Context: an optimization exercise on an open-source flow, tuned for small area, a short achievable clock period and few clock cycles per item. The choices shown serve that exercise and are no tape-out recipe. RTL that was checked went through simulation tests only; none was proved equivalent to the original. Power and IR drop assume default switching activity.

==> inputs of job 337 <==
Design shader_cache_entry_validator_unit, start of the top module:
module shader_cache_entry_validator_unit (
   input  logic        clock,
   input  logic        reset,
   input  logic        req_tvalid,
   output logic        req_tready,
   input  logic [15:0] req_tdata,   
   input  logic        req_tlast,   
   output logic        rsp_tvalid,
   input  logic        rsp_tready,
   output logic [39:0] rsp_tdata,   
   input  logic        csr_valid,
   output logic        csr_ready,
   input  logic [1:0]  csr_index,
   input  logic [31:0] csr_data
);
   logic [31:0] stage_code_ff;
   logic [23:0] contract_len_ff;
   logic [23:0] source_len_ff;
   logic [31:0] max_bytes_ff;
   logic        in_valid_ff;
   logic [7:0]  in_file_ff;
   logic        in_differs_ff;   
   logic        in_last_ff;
   logic [1:0]  owed_ff;         
   logic        ready_ff;
   logic [31:0] pos_ff;          
   logic        payload_ff;      
   logic        words_ff;        
   logic        over_ff;         
   logic        header_bad_ff;
   logic [31:0] word_count_ff;
   logic [31:0] len_left_ff;     
   logic        len_high_ff;     
   logic        len_sum_ok_ff;   
   logic [63:0] hash_field_ff;
   logic        prefix_bad_ff;
   logic        vp_valid_ff;
   logic [2:0]  vp_code_ff;      
   logic        rsp_valid_ff;
   logic [2:0]  rsp_code_ff;
   logic [31:0] rejected_ff;
   logic        take, consume, last, header, prefix, word;
   logic [5:0]  hpos;
   logic [7:0]  expect_byte;
   logic        check_byte;
   logic [63:0] hash;
   logic        walk_bad;
   logic [25:0] prefix_end;
   logic        at_prefix_end;
   logic        at_max;
   logic [2:0]  pre_code;
   logic [2:0]  code;
   logic        load_rsp;
   logic [1:0]  owed_next;
   assign csr_ready  = 1'b1;
   assign req_tready = ready_ff;
   assign rsp_tvalid = rsp_valid_ff;
   assign rsp_tdata  = {5'd0, rejected_ff, rsp_code_ff};
   always_ff @(posedge clock) begin
      if (reset) begin
         stage_code_ff   <= '0;
         contract_len_ff <= '0;
         source_len_ff   <= '0;
         max_bytes_ff    <= scev_pkg::MaxBytesReset;
      end else if (csr_valid) begin
         case (csr_index)
            2'd0: stage_code_ff   <= csr_data;
            2'd1: contract_len_ff <= csr_data[23:0];
            2'd2: source_len_ff   <= csr_data[23:0];
            default: max_bytes_ff <= csr_data;
         endcase
      end
   end
  ...
export LEC_CHECK = 0
export CAP_MARGIN = 20
export CORE_MARGIN = 2
export CORE_UTILIZATION = 40
export SETUP_SLACK_MARGIN = 5
export SLEW_MARGIN = 20
create_clock -name core_clock -period 10.0 [get_ports {clock}]
run.sh (not shown) runs the stock make flow with config.mk's settings and CLKGATE_MAP_FILE= SYNTH_SCRIPT=/design/flow/synth_recipe.tcl, a recipe that flattens the netlist after the stock synthesis.
==> job 4849: changes against job 337 <==
--- a/flow/config.mk
+++ b/flow/config.mk
@@ -9,4 +9,3 @@
 export CORE_MARGIN = 2
 export CORE_UTILIZATION = 40
-export SETUP_SLACK_MARGIN = 5
 export SLEW_MARGIN = 20
==> comparison table <==
	job 4849	job 337
Detailed route wirelength on metal3	6050 um	5610 um
Final worst-path cycle share	67.3%	55.4%
Leakage power summed over all cells	14.0 nW	15.0 nW
Worst-path fanout max	19	4
Combined area of the multi-input logic cells	0.0184 mm^2	0.0199 mm^2
DRC marker count from the first detailed-route iteration	2,057	2,177
Clock insertion delay at the later pin of the skew report	620 ps	610 ps
Final worst-path setup slack	3270 ps	4460 ps
Number of non-clock buffers in the layout	119	275
Placement-stage cell area	0.0333 mm^2	0.0336 mm^2
Global-route wire length before repair	141,000 um	145,000 um
Combinational Power Share	39.5%	48.8%
Slew at the pin closest to its max-slew limit	1120 ps	1140 ps
Status	finished clean	finished clean
Critical Path Source	in_file_ff[4]	u_hash.hash[0]
GR met3 Demand/Resource	3.55%	2.97%
Overall via count from detail_route	23.8k	24.9k
Flip-flop and latch area	0.0108 mm^2	0.0108 mm^2
Maximum number of pins on one net before global-route repair	92	110
Testbench counts of job 337, summed over its fixed seeds: cycles 74,921, bytes 74,896.
Testbench counts of job 4849, summed over its fixed seeds: cycles 74,921, bytes 74,896.

* * *

==> maple: inputs <==
Another version of the RTL of shader_cache_entry_validator_unit (not shown whole).
==> flow/config.mk <==
export PLATFORM = sky130hd
export DESIGN_NAME = shader_cache_entry_validator_unit
export DESIGN_NICKNAME = shader_cache_entry_validator_unit
export VERILOG_FILES = /design/flow/design.v
export SDC_FILE = /design/flow/constraint.sdc
export NUM_CORES = 4
export LEC_CHECK = 0
export ABC_CLOCK_PERIOD_IN_PS = 4000
export CAP_MARGIN = 20
export CORE_MARGIN = 2
export CORE_UTILIZATION = 40
export SETUP_SLACK_MARGIN = 5
export SLEW_MARGIN = 20
==> flow/constraint.sdc <==
create_clock -name core_clock -period 10.0 [get_ports {clock}]
set_input_delay 2.0000 -clock core_clock [delete_from_list [all_inputs] [get_ports {clock}]]
set_output_delay 2.0000 -clock core_clock [all_outputs]
set_load 0.01 [all_outputs]
==> zinc: changes against maple <==
Settings changed: ABC_CLOCK_PERIOD_IN_PS 4000 to unset.
==> summary.txt <==
metric                                                                     maple                           zinc
Setup total negative slack                                                  0 ps                           0 ps
R2R Path End                                       u_hash.hash[63]$_SDFFCE_PN1P_  u_hash.hash[63]$_SDFFCE_PN1P_
Met2 track utilization from global routing                                38.20%                         38.20%
Post-synthesis simple-gate area fraction                                  13.64%                         13.64%
Largest area contributor in the netlist                                 edfxtp_1                       edfxtp_1
Sequential cell area                                                0.01078 mm^2                   0.01078 mm^2
Worst-case setup slack after placement                                   4636 ps                        4636 ps
Iteration-0 DRC count of the detailed router                                1926                           1926
Data arrival at the endpoint of the critical path                        5260 ps                        5260 ps
Max H-tree Level                                                               2                              2
Total length of routed met3 wires                                        6635 um                        6635 um
Overflow left after global routing                                             0                              0
Die extent in x                                                         271.4 um                       271.4 um
Outcome                                                           finished clean                 finished clean
Maxcap violations                                                              0                              0
Function was not checked in any run of this note: the RTL went through the layout flow alone.

* * *

==> build 82: inputs <==
shader_cache_entry_validator_unit, a different RTL version from the one above (not shown whole).
==> flow/design.v (excerpt) <==
module shader_cache_entry_validator_unit (
   input  logic        clock,
   input  logic        reset,
   input  logic        req_tvalid,
   output logic        req_tready,
   input  logic [15:0] req_tdata,   
   input  logic        req_tlast,   
   output logic        rsp_tvalid,
   input  logic        rsp_tready,
   output logic [39:0] rsp_tdata,   
   input  logic        csr_valid,
   output logic        csr_ready,
   input  logic [1:0]  csr_index,
   input  logic [31:0] csr_data
);
   logic [31:0] stage_code_ff;
   logic [23:0] contract_len_ff;
   logic [23:0] source_len_ff;
   logic [31:0] max_bytes_ff;
   logic        in_valid_ff;
   logic [7:0]  in_file_ff;
   logic        in_differs_ff;   
   logic        in_last_ff;
   logic [1:0]  owed_ff;         
   logic        ready_ff;
   logic [31:0] pos_ff;          
   logic        payload_ff;      
   logic        words_ff;        
   logic        over_ff;         
   logic        header_bad_ff;
   logic [31:0] word_count_ff;
   logic [31:0] len_left_ff;     
   logic        len_high_ff;     
   logic        len_sum_ok_ff;   
   logic [63:0] hash_field_ff;
   logic        prefix_bad_ff;
  ...
Settings: LEC_CHECK=0, ABC_AREA=1, CAP_MARGIN=20, CORE_MARGIN=2, CORE_UTILIZATION=30, SLEW_MARGIN=20; clock period 10.0 ns.
standard.sh (not shown) runs the stock make flow with config.mk's settings and CLKGATE_MAP_FILE= SYNTH_SCRIPT=/design/flow/synth_recipe.tcl, a recipe that flattens the netlist after the stock synthesis.
==> flow/flow/run.sh <==
#!/bin/bash
# Own layout flow: the standard flow (standard.sh, standard synthesis unchanged) with
# smaller port buffers and a clock tree without dummy loads, set through ORFS's environment
# variables. The flow's full output goes to flow_orfs.log in this folder.
set -euo pipefail
cd "$(dirname "$0")/.."
export BUFFER_PORTS_ARGS="-buffer_cell sky130_fd_sc_hd__buf_1"
export CTS_ARGS="-sink_clustering_enable -repair_clock_nets -dont_use_dummy_load -sink_clustering_size 15 -sink_clustering_max_diameter 50 -buf_list {sky130_fd_sc_hd__clkbuf_4 sky130_fd_sc_hd__clkbuf_8}"
export SETUP_SLACK_MARGIN=5.5
bash standard.sh > flow_orfs.log 2>&1
==> build 4: changes against build 82 <==
==> flow/flow/run.sh (replaced) <==
#!/bin/bash
# Own layout flow: the standard flow (standard.sh, standard synthesis unchanged) with
# different port buffers, clock tree and timing-repair settings passed to ORFS through
# its environment variables. Each run's full output goes to a log file in this folder.
set -euo pipefail
cd "$(dirname "$0")/.."
# Port buffers: the smallest plain buffer instead of the default choice.
export BUFFER_PORTS_ARGS="-buffer_cell sky130_fd_sc_hd__buf_1"
# Clock tree: smaller clock buffers, no dummy loads.
export CTS_ARGS="-sink_clustering_enable -repair_clock_nets -dont_use_dummy_load -buf_list {sky130_fd_sc_hd__clkbuf_4 sky130_fd_sc_hd__clkbuf_8}"
# Timing repair aims past the clock period's slack, as SETUP_SLACK_MARGIN does.
export SETUP_SLACK_MARGIN=6
bash standard.sh > flow_orfs.log 2>&1
- ABC_AREA: 1 -> unset
- CORE_UTILIZATION: 30 -> 40
==> trial 86: changes against build 82 <==
- CORE_UTILIZATION: 30 -> 55
==> notes <==
- Core utilization: build 82 < build 4 < trial 86.
- Sequential power is about the same in build 4 and build 82.
- The lowest final cell count belongs to build 4, the highest to build 82.
- Non-clock buffer count, lowest first: build 82, trial 86, build 4.
- Synthesized cell count: trial 86 is higher than build 4 (about 20%).
- Total power: trial 86 < build 82 < build 4.
- In flip-flop and latch count, build 82 and trial 86 do not differ.
- The highest setup slack belongs to build 82, the lowest to build 4.
- The lowest register-to-register slack belongs to build 4, the highest to build 82.
- Combinational power: build 4 is larger than trial 86 (about 40%).
==> figures <==
item	build 4	build 82	trial 86
Result of the run	timing/DRC/antenna clean	timing/DRC/antenna clean	timing/DRC/antenna clean
Filler cell count in the final layout	6,577	10,300	4,902
Site Rows	98	116	85
Met2 Resource Use GR	37.24%	26.09%	49.18%
Data arrival time of the critical path	5.05 ns	4.72 ns	4.84 ns
Setup slack after placement	5.051 ns	5.120 ns	4.960 ns
Placed instance area	30,500 um^2	31,810 um^2	31,060 um^2
Proportion of synthesized area in mux cells	0.3394%	0%	0%
# diodes	3	0	1
Area of the mapped netlist	28,760 um^2	30,050 um^2	30,050 um^2
Fraction of final layout cells with drive strength greater than 1	18.57%	7.732%	8.360%
Routed metal-1 wirelength	38,850 um	39,130 um	38,030 um
Summed area of non-filler cells in the final layout	34,800 um^2	33,460 um^2	32,800 um^2
Share of total power in the clock network	28.4%	27.8%	26.1%
Layout-stage area growth over the synthesis result	21.01%	11.34%	9.140%
Met3 global-route usage	5.801%	4.111%	6.527%
Cells on worst reg2reg path	18	19	18
Combined area of the multi-input logic cells	17,880 um^2	16,690 um^2	16,680 um^2
Worst reg2reg setup slack	5.32 ns	5.63 ns	5.57 ns
Number of cells in the design after placement	3,908	4,837	4,236
Worst Tran Pin Value	1.108 ns	1.044 ns	0.9658 ns
Testbench counts of build 82, summed over its fixed seeds: cycles 74,921, bytes 74,896.
Testbench counts of build 4, summed over its fixed seeds: cycles 74,921, bytes 74,896.
Testbench counts of trial 86, summed over its fixed seeds: cycles 74,921, bytes 74,896.

* * *

==> quartz: inputs <==
Another version of the RTL of shader_cache_entry_validator_unit (not shown whole).
export LEC_CHECK = 0
export CAP_MARGIN = 20
export CORE_MARGIN = 2
export CORE_UTILIZATION = 40
export SETUP_SLACK_MARGIN = 5
export SLEW_MARGIN = 20
create_clock -name core_clock -period 10.0 [get_ports {clock}]
==> flow/flow/run.sh <==
#!/bin/bash
# Own layout flow: the standard flow (standard.sh, standard synthesis unchanged) with
# smaller port buffers and a clock tree without dummy loads, set through ORFS's environment
# variables. The flow's full output goes to flow_orfs.log in this folder.
set -euo pipefail
cd "$(dirname "$0")/.."
export BUFFER_PORTS_ARGS="-buffer_cell sky130_fd_sc_hd__buf_1"
export CTS_ARGS="-sink_clustering_enable -repair_clock_nets -dont_use_dummy_load -sink_clustering_size 15 -sink_clustering_max_diameter 50 -buf_list {sky130_fd_sc_hd__clkbuf_4 sky130_fd_sc_hd__clkbuf_8}"
bash standard.sh > flow_orfs.log 2>&1
==> inputs of xenon, as changes to quartz <==
--- a/flow/design.v
+++ b/flow/design.v
@@ -795,29 +795,27 @@
    logic [31:0] word_count_ff;
    logic [31:0] len_left_ff;     
    logic        len_high_ff;     
    logic        len_sum_ok_ff;   
    logic [63:0] hash_field_ff;
    logic        prefix_bad_ff;
    logic        vp_valid_ff;
    logic [2:0]  vp_code_ff;      
-   logic        fin_valid_ff;
-   logic [2:0]  fin_code_ff;     
    logic        rsp_valid_ff;
    logic [2:0]  rsp_code_ff;
    logic [31:0] rejected_ff;
    logic        take, take_payload, consume, last, header, prefix, word;
    logic [5:0]  hpos;
    logic [7:0]  expect_byte;
    logic        check_byte;
    logic [63:0] hash;
    logic        walk_bad;
    logic [25:0] prefix_end;
-   logic        at_prefix_end_ff;   
+   logic        at_prefix_end;
    logic        at_max;
    logic [2:0]  pre_code;
    logic [2:0]  code;
    logic        load_rsp;
    logic [1:0]  owed_next;
    assign csr_ready  = 1'b1;
    assign req_tready = ready_ff;
    assign rsp_tvalid = rsp_valid_ff;
@@ -859,18 +857,19 @@
       end
    end
    assign consume = in_valid_ff;
    assign last    = in_last_ff;
    assign header  = !payload_ff;
    assign prefix  = payload_ff && !words_ff;
    assign word    = words_ff;
    assign hpos    = pos_ff[5:0];
-   assign prefix_end = {2'd0, contract_len_ff} + {2'd0, source_len_ff} + 26'd38;
+   assign prefix_end = {2'd0, contract_len_ff} + {2'd0, source_len_ff} + 26'd39;
    assign at_max  = pos_ff == max_bytes_ff;
+   assign at_prefix_end = pos_ff == {6'd0, prefix_end};
    always_comb begin
       check_byte  = header && hpos < 6'd20;
       expect_byte = 8'd0;
       case (hpos[4:0])
          5'd0:  expect_byte = scev_pkg::HdrMagic[7:0];
          5'd1:  expect_byte = scev_pkg::HdrMagic[15:8];
          5'd2:  expect_byte = scev_pkg::HdrMagic[23:16];
          5'd3:  expect_byte = scev_pkg::HdrMagic[31:24];
@@ -888,39 +887,36 @@
          default: expect_byte = 8'd0;
       endcase
    end
    always_ff @(posedge clock) begin
       if (reset) begin
          pos_ff        <= '0;
          payload_ff    <= 1'b0;
          words_ff      <= 1'b0;
-         at_prefix_end_ff <= 1'b0;
          over_ff       <= 1'b0;
          header_bad_ff <= 1'b0;
          len_high_ff   <= 1'b0;
          len_sum_ok_ff <= 1'b0;
       end else if (consume) begin
          if (last) begin
             pos_ff        <= '0;
             payload_ff    <= 1'b0;
             words_ff      <= 1'b0;
-            at_prefix_end_ff <= 1'b0;
             over_ff       <= 1'b0;
             header_bad_ff <= 1'b0;
             len_high_ff   <= 1'b0;
             len_sum_ok_ff <= 1'b0;
          end else begin
             pos_ff <= scev_pkg::inc32(pos_ff);
-            at_prefix_end_ff <= pos_ff == {6'd0, prefix_end};
             if (header && hpos == 6'd39) payload_ff <= 1'b1;
             if (at_max) over_ff <= 1'b1;
             if (check_byte && in_file_ff != expect_byte) header_bad_ff <= 1'b1;
             if (header && hpos[5:2] == 4'd7 && in_file_ff != 8'd0) len_high_ff <= 1'b1;
-            if (at_prefix_end_ff) begin
+            if (at_prefix_end) begin
                words_ff <= 1'b1;
                if (len_left_ff == {word_count_ff[29:0], 1'b0, payload_ff} &&
                    word_count_ff[31:30] == 2'd0) len_sum_ok_ff <= 1'b1;
             end
          end
       end
    end
    always_ff @(posedge clock) begin
@@ -989,34 +985,31 @@
    end
    always_comb begin
       if (vp_code_ff != scev_pkg::VerdictOk) code = vp_code_ff;
       else if (hash != hash_field_ff) code = scev_pkg::VerdictHash;
       else if (prefix_bad_ff) code = scev_pkg::VerdictPrefix;
       else if (walk_bad) code = scev_pkg::VerdictSpirv;
       else code = scev_pkg::VerdictOk;
    end
-   assign load_rsp = fin_valid_ff && !rsp_valid_ff;
+   assign load_rsp = vp_valid_ff && !rsp_valid_ff;
    always_ff @(posedge clock) begin
       if (reset) begin
          vp_valid_ff  <= 1'b0;
-         fin_valid_ff <= 1'b0;
          rsp_valid_ff <= 1'b0;
          rejected_ff  <= '0;
       end else begin
-         vp_valid_ff <= consume && last;
-         if (vp_valid_ff) fin_valid_ff <= 1'b1;
-         else if (load_rsp) fin_valid_ff <= 1'b0;
+         if (consume && last) vp_valid_ff <= 1'b1;
+         else if (load_rsp) vp_valid_ff <= 1'b0;
          if (load_rsp) begin
             rsp_valid_ff <= 1'b1;
-            if (fin_code_ff != scev_pkg::VerdictOk)
+            if (code != scev_pkg::VerdictOk)
                rejected_ff <= scev_pkg::inc32(rejected_ff) | {32{&rejected_ff}};
          end else if (rsp_tready) begin
             rsp_valid_ff <= 1'b0;
          end
       end
    end
    always_ff @(posedge clock) begin
       if (consume && last) vp_code_ff <= pre_code;
-      if (vp_valid_ff) fin_code_ff <= code;
-      if (load_rsp) rsp_code_ff <= fin_code_ff;
+      if (load_rsp) rsp_code_ff <= code;
    end
 endmodule
==> flow/config.mk (replaced) <==
export PLATFORM = sky130hd
export DESIGN_NAME = shader_cache_entry_validator_unit
export DESIGN_NICKNAME = shader_cache_entry_validator_unit
export VERILOG_FILES = /design/flow/design.v
export SDC_FILE = /design/flow/constraint.sdc
export NUM_CORES = 4
export LEC_CHECK = 0
export ABC_AREA = 1
export CAP_MARGIN = 0
export CORE_MARGIN = 2
export CORE_UTILIZATION = 40
export SETUP_SLACK_MARGIN = 5
export SLEW_MARGIN = 0
==> inputs of amber, as changes to quartz <==
--- a/flow/design.v
+++ b/flow/design.v
@@ -795,29 +795,27 @@
    logic [31:0] word_count_ff;
    logic [31:0] len_left_ff;     
    logic        len_high_ff;     
    logic        len_sum_ok_ff;   
    logic [63:0] hash_field_ff;
    logic        prefix_bad_ff;
    logic        vp_valid_ff;
    logic [2:0]  vp_code_ff;      
-   logic        fin_valid_ff;
-   logic [2:0]  fin_code_ff;     
    logic        rsp_valid_ff;
    logic [2:0]  rsp_code_ff;
    logic [31:0] rejected_ff;
    logic        take, take_payload, consume, last, header, prefix, word;
    logic [5:0]  hpos;
    logic [7:0]  expect_byte;
    logic        check_byte;
    logic [63:0] hash;
    logic        walk_bad;
    logic [25:0] prefix_end;
-   logic        at_prefix_end_ff;   
+   logic        at_prefix_end;
    logic        at_max;
    logic [2:0]  pre_code;
    logic [2:0]  code;
    logic        load_rsp;
    logic [1:0]  owed_next;
    assign csr_ready  = 1'b1;
    assign req_tready = ready_ff;
    assign rsp_tvalid = rsp_valid_ff;
@@ -859,18 +857,19 @@
       end
    end
    assign consume = in_valid_ff;
    assign last    = in_last_ff;
    assign header  = !payload_ff;
    assign prefix  = payload_ff && !words_ff;
    assign word    = words_ff;
    assign hpos    = pos_ff[5:0];
-   assign prefix_end = {2'd0, contract_len_ff} + {2'd0, source_len_ff} + 26'd38;
+   assign prefix_end = {2'd0, contract_len_ff} + {2'd0, source_len_ff} + 26'd39;
    assign at_max  = pos_ff == max_bytes_ff;
+   assign at_prefix_end = pos_ff == {6'd0, prefix_end};
    always_comb begin
       check_byte  = header && hpos < 6'd20;
       expect_byte = 8'd0;
       case (hpos[4:0])
          5'd0:  expect_byte = scev_pkg::HdrMagic[7:0];
          5'd1:  expect_byte = scev_pkg::HdrMagic[15:8];
          5'd2:  expect_byte = scev_pkg::HdrMagic[23:16];
          5'd3:  expect_byte = scev_pkg::HdrMagic[31:24];
@@ -888,39 +887,36 @@
          default: expect_byte = 8'd0;
       endcase
    end
    always_ff @(posedge clock) begin
       if (reset) begin
          pos_ff        <= '0;
          payload_ff    <= 1'b0;
          words_ff      <= 1'b0;
-         at_prefix_end_ff <= 1'b0;
          over_ff       <= 1'b0;
          header_bad_ff <= 1'b0;
          len_high_ff   <= 1'b0;
          len_sum_ok_ff <= 1'b0;
       end else if (consume) begin
          if (last) begin
             pos_ff        <= '0;
             payload_ff    <= 1'b0;
             words_ff      <= 1'b0;
-            at_prefix_end_ff <= 1'b0;
             over_ff       <= 1'b0;
             header_bad_ff <= 1'b0;
             len_high_ff   <= 1'b0;
             len_sum_ok_ff <= 1'b0;
          end else begin
             pos_ff <= scev_pkg::inc32(pos_ff);
-            at_prefix_end_ff <= pos_ff == {6'd0, prefix_end};
             if (header && hpos == 6'd39) payload_ff <= 1'b1;
             if (at_max) over_ff <= 1'b1;
             if (check_byte && in_file_ff != expect_byte) header_bad_ff <= 1'b1;
             if (header && hpos[5:2] == 4'd7 && in_file_ff != 8'd0) len_high_ff <= 1'b1;
-            if (at_prefix_end_ff) begin
+            if (at_prefix_end) begin
                words_ff <= 1'b1;
                if (len_left_ff == {word_count_ff[29:0], 1'b0, payload_ff} &&
                    word_count_ff[31:30] == 2'd0) len_sum_ok_ff <= 1'b1;
             end
          end
       end
    end
    always_ff @(posedge clock) begin
@@ -989,34 +985,31 @@
    end
    always_comb begin
       if (vp_code_ff != scev_pkg::VerdictOk) code = vp_code_ff;
       else if (hash != hash_field_ff) code = scev_pkg::VerdictHash;
       else if (prefix_bad_ff) code = scev_pkg::VerdictPrefix;
       else if (walk_bad) code = scev_pkg::VerdictSpirv;
       else code = scev_pkg::VerdictOk;
    end
-   assign load_rsp = fin_valid_ff && !rsp_valid_ff;
+   assign load_rsp = vp_valid_ff && !rsp_valid_ff;
    always_ff @(posedge clock) begin
       if (reset) begin
          vp_valid_ff  <= 1'b0;
-         fin_valid_ff <= 1'b0;
          rsp_valid_ff <= 1'b0;
          rejected_ff  <= '0;
       end else begin
-         vp_valid_ff <= consume && last;
-         if (vp_valid_ff) fin_valid_ff <= 1'b1;
-         else if (load_rsp) fin_valid_ff <= 1'b0;
+         if (consume && last) vp_valid_ff <= 1'b1;
+         else if (load_rsp) vp_valid_ff <= 1'b0;
          if (load_rsp) begin
             rsp_valid_ff <= 1'b1;
-            if (fin_code_ff != scev_pkg::VerdictOk)
+            if (code != scev_pkg::VerdictOk)
                rejected_ff <= scev_pkg::inc32(rejected_ff) | {32{&rejected_ff}};
          end else if (rsp_tready) begin
             rsp_valid_ff <= 1'b0;
          end
       end
    end
    always_ff @(posedge clock) begin
       if (consume && last) vp_code_ff <= pre_code;
-      if (vp_valid_ff) fin_code_ff <= code;
-      if (load_rsp) rsp_code_ff <= fin_code_ff;
+      if (load_rsp) rsp_code_ff <= code;
    end
 endmodule
==> flow/flow/run.sh (replaced) <==
#!/bin/bash
# Own layout flow: the standard flow (standard.sh, standard synthesis unchanged) with
# smaller port buffers and a clock tree without dummy loads, set through ORFS's environment
# variables. The flow's full output goes to flow_orfs.log in this folder.
set -euo pipefail
cd "$(dirname "$0")/.."
export BUFFER_PORTS_ARGS="-buffer_cell sky130_fd_sc_hd__buf_1"
export CTS_ARGS="-sink_clustering_enable -repair_clock_nets -dont_use_dummy_load -sink_clustering_size 15 -sink_clustering_max_diameter 50 -buf_list {sky130_fd_sc_hd__clkbuf_4 sky130_fd_sc_hd__clkbuf_8}"
export SETUP_SLACK_MARGIN=5.75
bash standard.sh > flow_orfs.log 2>&1
==> flow/config.mk (replaced) <==
export PLATFORM = sky130hd
export DESIGN_NAME = shader_cache_entry_validator_unit
export DESIGN_NICKNAME = shader_cache_entry_validator_unit
export VERILOG_FILES = /design/flow/design.v
export SDC_FILE = /design/flow/constraint.sdc
export NUM_CORES = 4
export LEC_CHECK = 0
export ABC_AREA = 1
export CAP_MARGIN = 20
export CORE_MARGIN = 2
export CORE_UTILIZATION = 40
export SLEW_MARGIN = 20
==> inputs of yarrow, as changes to quartz <==
--- a/flow/design.v
+++ b/flow/design.v
@@ -795,29 +795,27 @@
    logic [31:0] word_count_ff;
    logic [31:0] len_left_ff;     
    logic        len_high_ff;     
    logic        len_sum_ok_ff;   
    logic [63:0] hash_field_ff;
    logic        prefix_bad_ff;
    logic        vp_valid_ff;
    logic [2:0]  vp_code_ff;      
-   logic        fin_valid_ff;
-   logic [2:0]  fin_code_ff;     
    logic        rsp_valid_ff;
    logic [2:0]  rsp_code_ff;
    logic [31:0] rejected_ff;
    logic        take, take_payload, consume, last, header, prefix, word;
    logic [5:0]  hpos;
    logic [7:0]  expect_byte;
    logic        check_byte;
    logic [63:0] hash;
    logic        walk_bad;
    logic [25:0] prefix_end;
-   logic        at_prefix_end_ff;   
+   logic        at_prefix_end;
    logic        at_max;
    logic [2:0]  pre_code;
    logic [2:0]  code;
    logic        load_rsp;
    logic [1:0]  owed_next;
    assign csr_ready  = 1'b1;
    assign req_tready = ready_ff;
    assign rsp_tvalid = rsp_valid_ff;
@@ -859,18 +857,19 @@
       end
    end
    assign consume = in_valid_ff;
    assign last    = in_last_ff;
    assign header  = !payload_ff;
    assign prefix  = payload_ff && !words_ff;
    assign word    = words_ff;
    assign hpos    = pos_ff[5:0];
-   assign prefix_end = {2'd0, contract_len_ff} + {2'd0, source_len_ff} + 26'd38;
+   assign prefix_end = {2'd0, contract_len_ff} + {2'd0, source_len_ff} + 26'd39;
    assign at_max  = pos_ff == max_bytes_ff;
+   assign at_prefix_end = pos_ff == {6'd0, prefix_end};
    always_comb begin
       check_byte  = header && hpos < 6'd20;
       expect_byte = 8'd0;
       case (hpos[4:0])
          5'd0:  expect_byte = scev_pkg::HdrMagic[7:0];
          5'd1:  expect_byte = scev_pkg::HdrMagic[15:8];
          5'd2:  expect_byte = scev_pkg::HdrMagic[23:16];
          5'd3:  expect_byte = scev_pkg::HdrMagic[31:24];
@@ -888,39 +887,36 @@
          default: expect_byte = 8'd0;
       endcase
    end
    always_ff @(posedge clock) begin
       if (reset) begin
          pos_ff        <= '0;
          payload_ff    <= 1'b0;
          words_ff      <= 1'b0;
-         at_prefix_end_ff <= 1'b0;
          over_ff       <= 1'b0;
          header_bad_ff <= 1'b0;
          len_high_ff   <= 1'b0;
          len_sum_ok_ff <= 1'b0;
       end else if (consume) begin
          if (last) begin
             pos_ff        <= '0;
             payload_ff    <= 1'b0;
             words_ff      <= 1'b0;
-            at_prefix_end_ff <= 1'b0;
             over_ff       <= 1'b0;
             header_bad_ff <= 1'b0;
             len_high_ff   <= 1'b0;
             len_sum_ok_ff <= 1'b0;
          end else begin
             pos_ff <= scev_pkg::inc32(pos_ff);
-            at_prefix_end_ff <= pos_ff == {6'd0, prefix_end};
             if (header && hpos == 6'd39) payload_ff <= 1'b1;
             if (at_max) over_ff <= 1'b1;
             if (check_byte && in_file_ff != expect_byte) header_bad_ff <= 1'b1;
             if (header && hpos[5:2] == 4'd7 && in_file_ff != 8'd0) len_high_ff <= 1'b1;
-            if (at_prefix_end_ff) begin
+            if (at_prefix_end) begin
                words_ff <= 1'b1;
                if (len_left_ff == {word_count_ff[29:0], 1'b0, payload_ff} &&
                    word_count_ff[31:30] == 2'd0) len_sum_ok_ff <= 1'b1;
             end
          end
       end
    end
    always_ff @(posedge clock) begin
@@ -989,34 +985,31 @@
    end
    always_comb begin
       if (vp_code_ff != scev_pkg::VerdictOk) code = vp_code_ff;
       else if (hash != hash_field_ff) code = scev_pkg::VerdictHash;
       else if (prefix_bad_ff) code = scev_pkg::VerdictPrefix;
       else if (walk_bad) code = scev_pkg::VerdictSpirv;
       else code = scev_pkg::VerdictOk;
    end
-   assign load_rsp = fin_valid_ff && !rsp_valid_ff;
+   assign load_rsp = vp_valid_ff && !rsp_valid_ff;
    always_ff @(posedge clock) begin
       if (reset) begin
          vp_valid_ff  <= 1'b0;
-         fin_valid_ff <= 1'b0;
          rsp_valid_ff <= 1'b0;
          rejected_ff  <= '0;
       end else begin
-         vp_valid_ff <= consume && last;
-         if (vp_valid_ff) fin_valid_ff <= 1'b1;
-         else if (load_rsp) fin_valid_ff <= 1'b0;
+         if (consume && last) vp_valid_ff <= 1'b1;
+         else if (load_rsp) vp_valid_ff <= 1'b0;
          if (load_rsp) begin
             rsp_valid_ff <= 1'b1;
-            if (fin_code_ff != scev_pkg::VerdictOk)
+            if (code != scev_pkg::VerdictOk)
                rejected_ff <= scev_pkg::inc32(rejected_ff) | {32{&rejected_ff}};
          end else if (rsp_tready) begin
             rsp_valid_ff <= 1'b0;
          end
       end
    end
    always_ff @(posedge clock) begin
       if (consume && last) vp_code_ff <= pre_code;
-      if (vp_valid_ff) fin_code_ff <= code;
-      if (load_rsp) rsp_code_ff <= fin_code_ff;
+      if (load_rsp) rsp_code_ff <= code;
    end
 endmodule
==> flow/config.mk (replaced) <==
export PLATFORM = sky130hd
export DESIGN_NAME = shader_cache_entry_validator_unit
export DESIGN_NICKNAME = shader_cache_entry_validator_unit
export VERILOG_FILES = /design/flow/design.v
export SDC_FILE = /design/flow/constraint.sdc
export NUM_CORES = 4
export LEC_CHECK = 0
export CAP_MARGIN = 20
export CORE_MARGIN = 2
export CORE_UTILIZATION = 65
export PLACE_DENSITY = 0.8
export SETUP_SLACK_MARGIN = 5
export SLEW_MARGIN = 20
==> summary.txt <==
- amber ran to the end with no violations. yarrow completed with no timing, DRC or antenna violations. quartz produced a clean layout. xenon ran to the end with no violations.
- Against yarrow, the clock power of amber is larger by about 10%.
- Of quartz and xenon, xenon has the higher count of clock-buffer cells in the layout (gap 5).
- Setup slack: yarrow is lower than xenon (210 ps).
- In yarrow the critical path depth is lower than in amber, by 1.
- Of xenon and quartz, xenon has the higher die area (gap 3.4%, measured against quartz).
==> figures <==
quantity                                                                   xenon                   yarrow                   quartz                    amber
Outcome                                                  complete, no violations  complete, no violations  complete, no violations  complete, no violations
Worst clock skew                                                          124 ps                  64.0 ps                   140 ps                   116 ps
Number of antenna diodes                                                       0                        0                        2                        0
Worst reg2reg setup slack                                                5230 ps                  5020 ps                  5010 ps                  5790 ps
Met2 capacity usage during global routing                                  34.5%                    58.7%                    35.2%                    35.3%
Seq Cell Count                                                               427                      427                      432                      427
Fraction of synthesized cell area in xor and xnor cells                    4.17%                    7.61%                    7.45%                    4.17%
Floorplan die width                                                       278 um                   214 um                   273 um                   278 um
Post-layout minimum cycle time                                           4770 ps                  4980 ps                  4990 ps                  4210 ps
Final core utilization                                                     43.3%                    71.0%                    45.4%                    45.9%
Count of clock buffers in the final design                                    59                       50                       54                       59
Clock latency on the worst-skew pair                                      730 ps                   660 ps                   710 ps                   720 ps
Testbench counts of xenon, summed over its fixed seeds: cycles 74,921, bytes 74,896.
Testbench counts of amber, summed over its fixed seeds: cycles 74,921, bytes 74,896.
Testbench counts of yarrow, summed over its fixed seeds: cycles 74,921, bytes 74,896.
Function not checked in quartz: the RTL went through the layout flow alone.

==> afterwards: timing with drivers on the ports <==
How much do the figures lean on ideal ports? The routed layouts below were timed once more, with nothing changed but the port constraints. Step 1 sets driving cells, clkbuf_16 on the clock port and buf_2 on the other inputs (assumed; they add their load-dependent delay and slew). Step 2 times the ports against the registers' clock, not the clock port: input delays grow and output delays shrink by t, the midpoint of the rising clock arrivals with the driver on. Slacks: ideal ports / drivers / drivers and shift; pairs: ideal ports / drivers.
| run | t, ns | setup WS [ns] | worst slew at a driven data input, ns | pins driven straight from the clock port |
|---|---|---|---|---|
| job 337 | 0.653 | 4.460 / 4.460 / 4.460 | 0.05 | 1 |
| job 4849 | 0.652 | 3.275 / 3.275 / 3.275 | 0.05 | 1 |
| maple | 0.672 | 5.095 / 5.095 / 5.095 | 0.06 | 1 |
| zinc | 0.672 | 5.095 / 5.095 / 5.095 | 0.06 | 1 |
| build 82 | 0.743 | 5.632 / 5.632 / 5.497 | 0.04 | 1 |
| build 4 | 0.707 | 5.321 / 5.321 / 5.321 | 0.08 | 1 |
| trial 86 | 0.689 | 5.574 / 5.574 / 5.574 | 0.04 | 1 |
| quartz | 0.712 | 5.011 / 5.011 / 5.011 | 0.05 | 1 |
| xenon | 0.720 | 5.231 / 5.231 / 5.231 | 0.06 | 1 |
| amber | 0.720 | 5.790 / 5.790 / 5.489 | 0.07 | 1 |
| yarrow | 0.699 | 5.022 / 5.022 / 5.022 | 0.04 | 1 |
After both steps every run listed still meets setup and hold. For amber, which loses most, drivers alone change the setup slack by 0.000 ns; drivers and shift together by -0.301 ns.
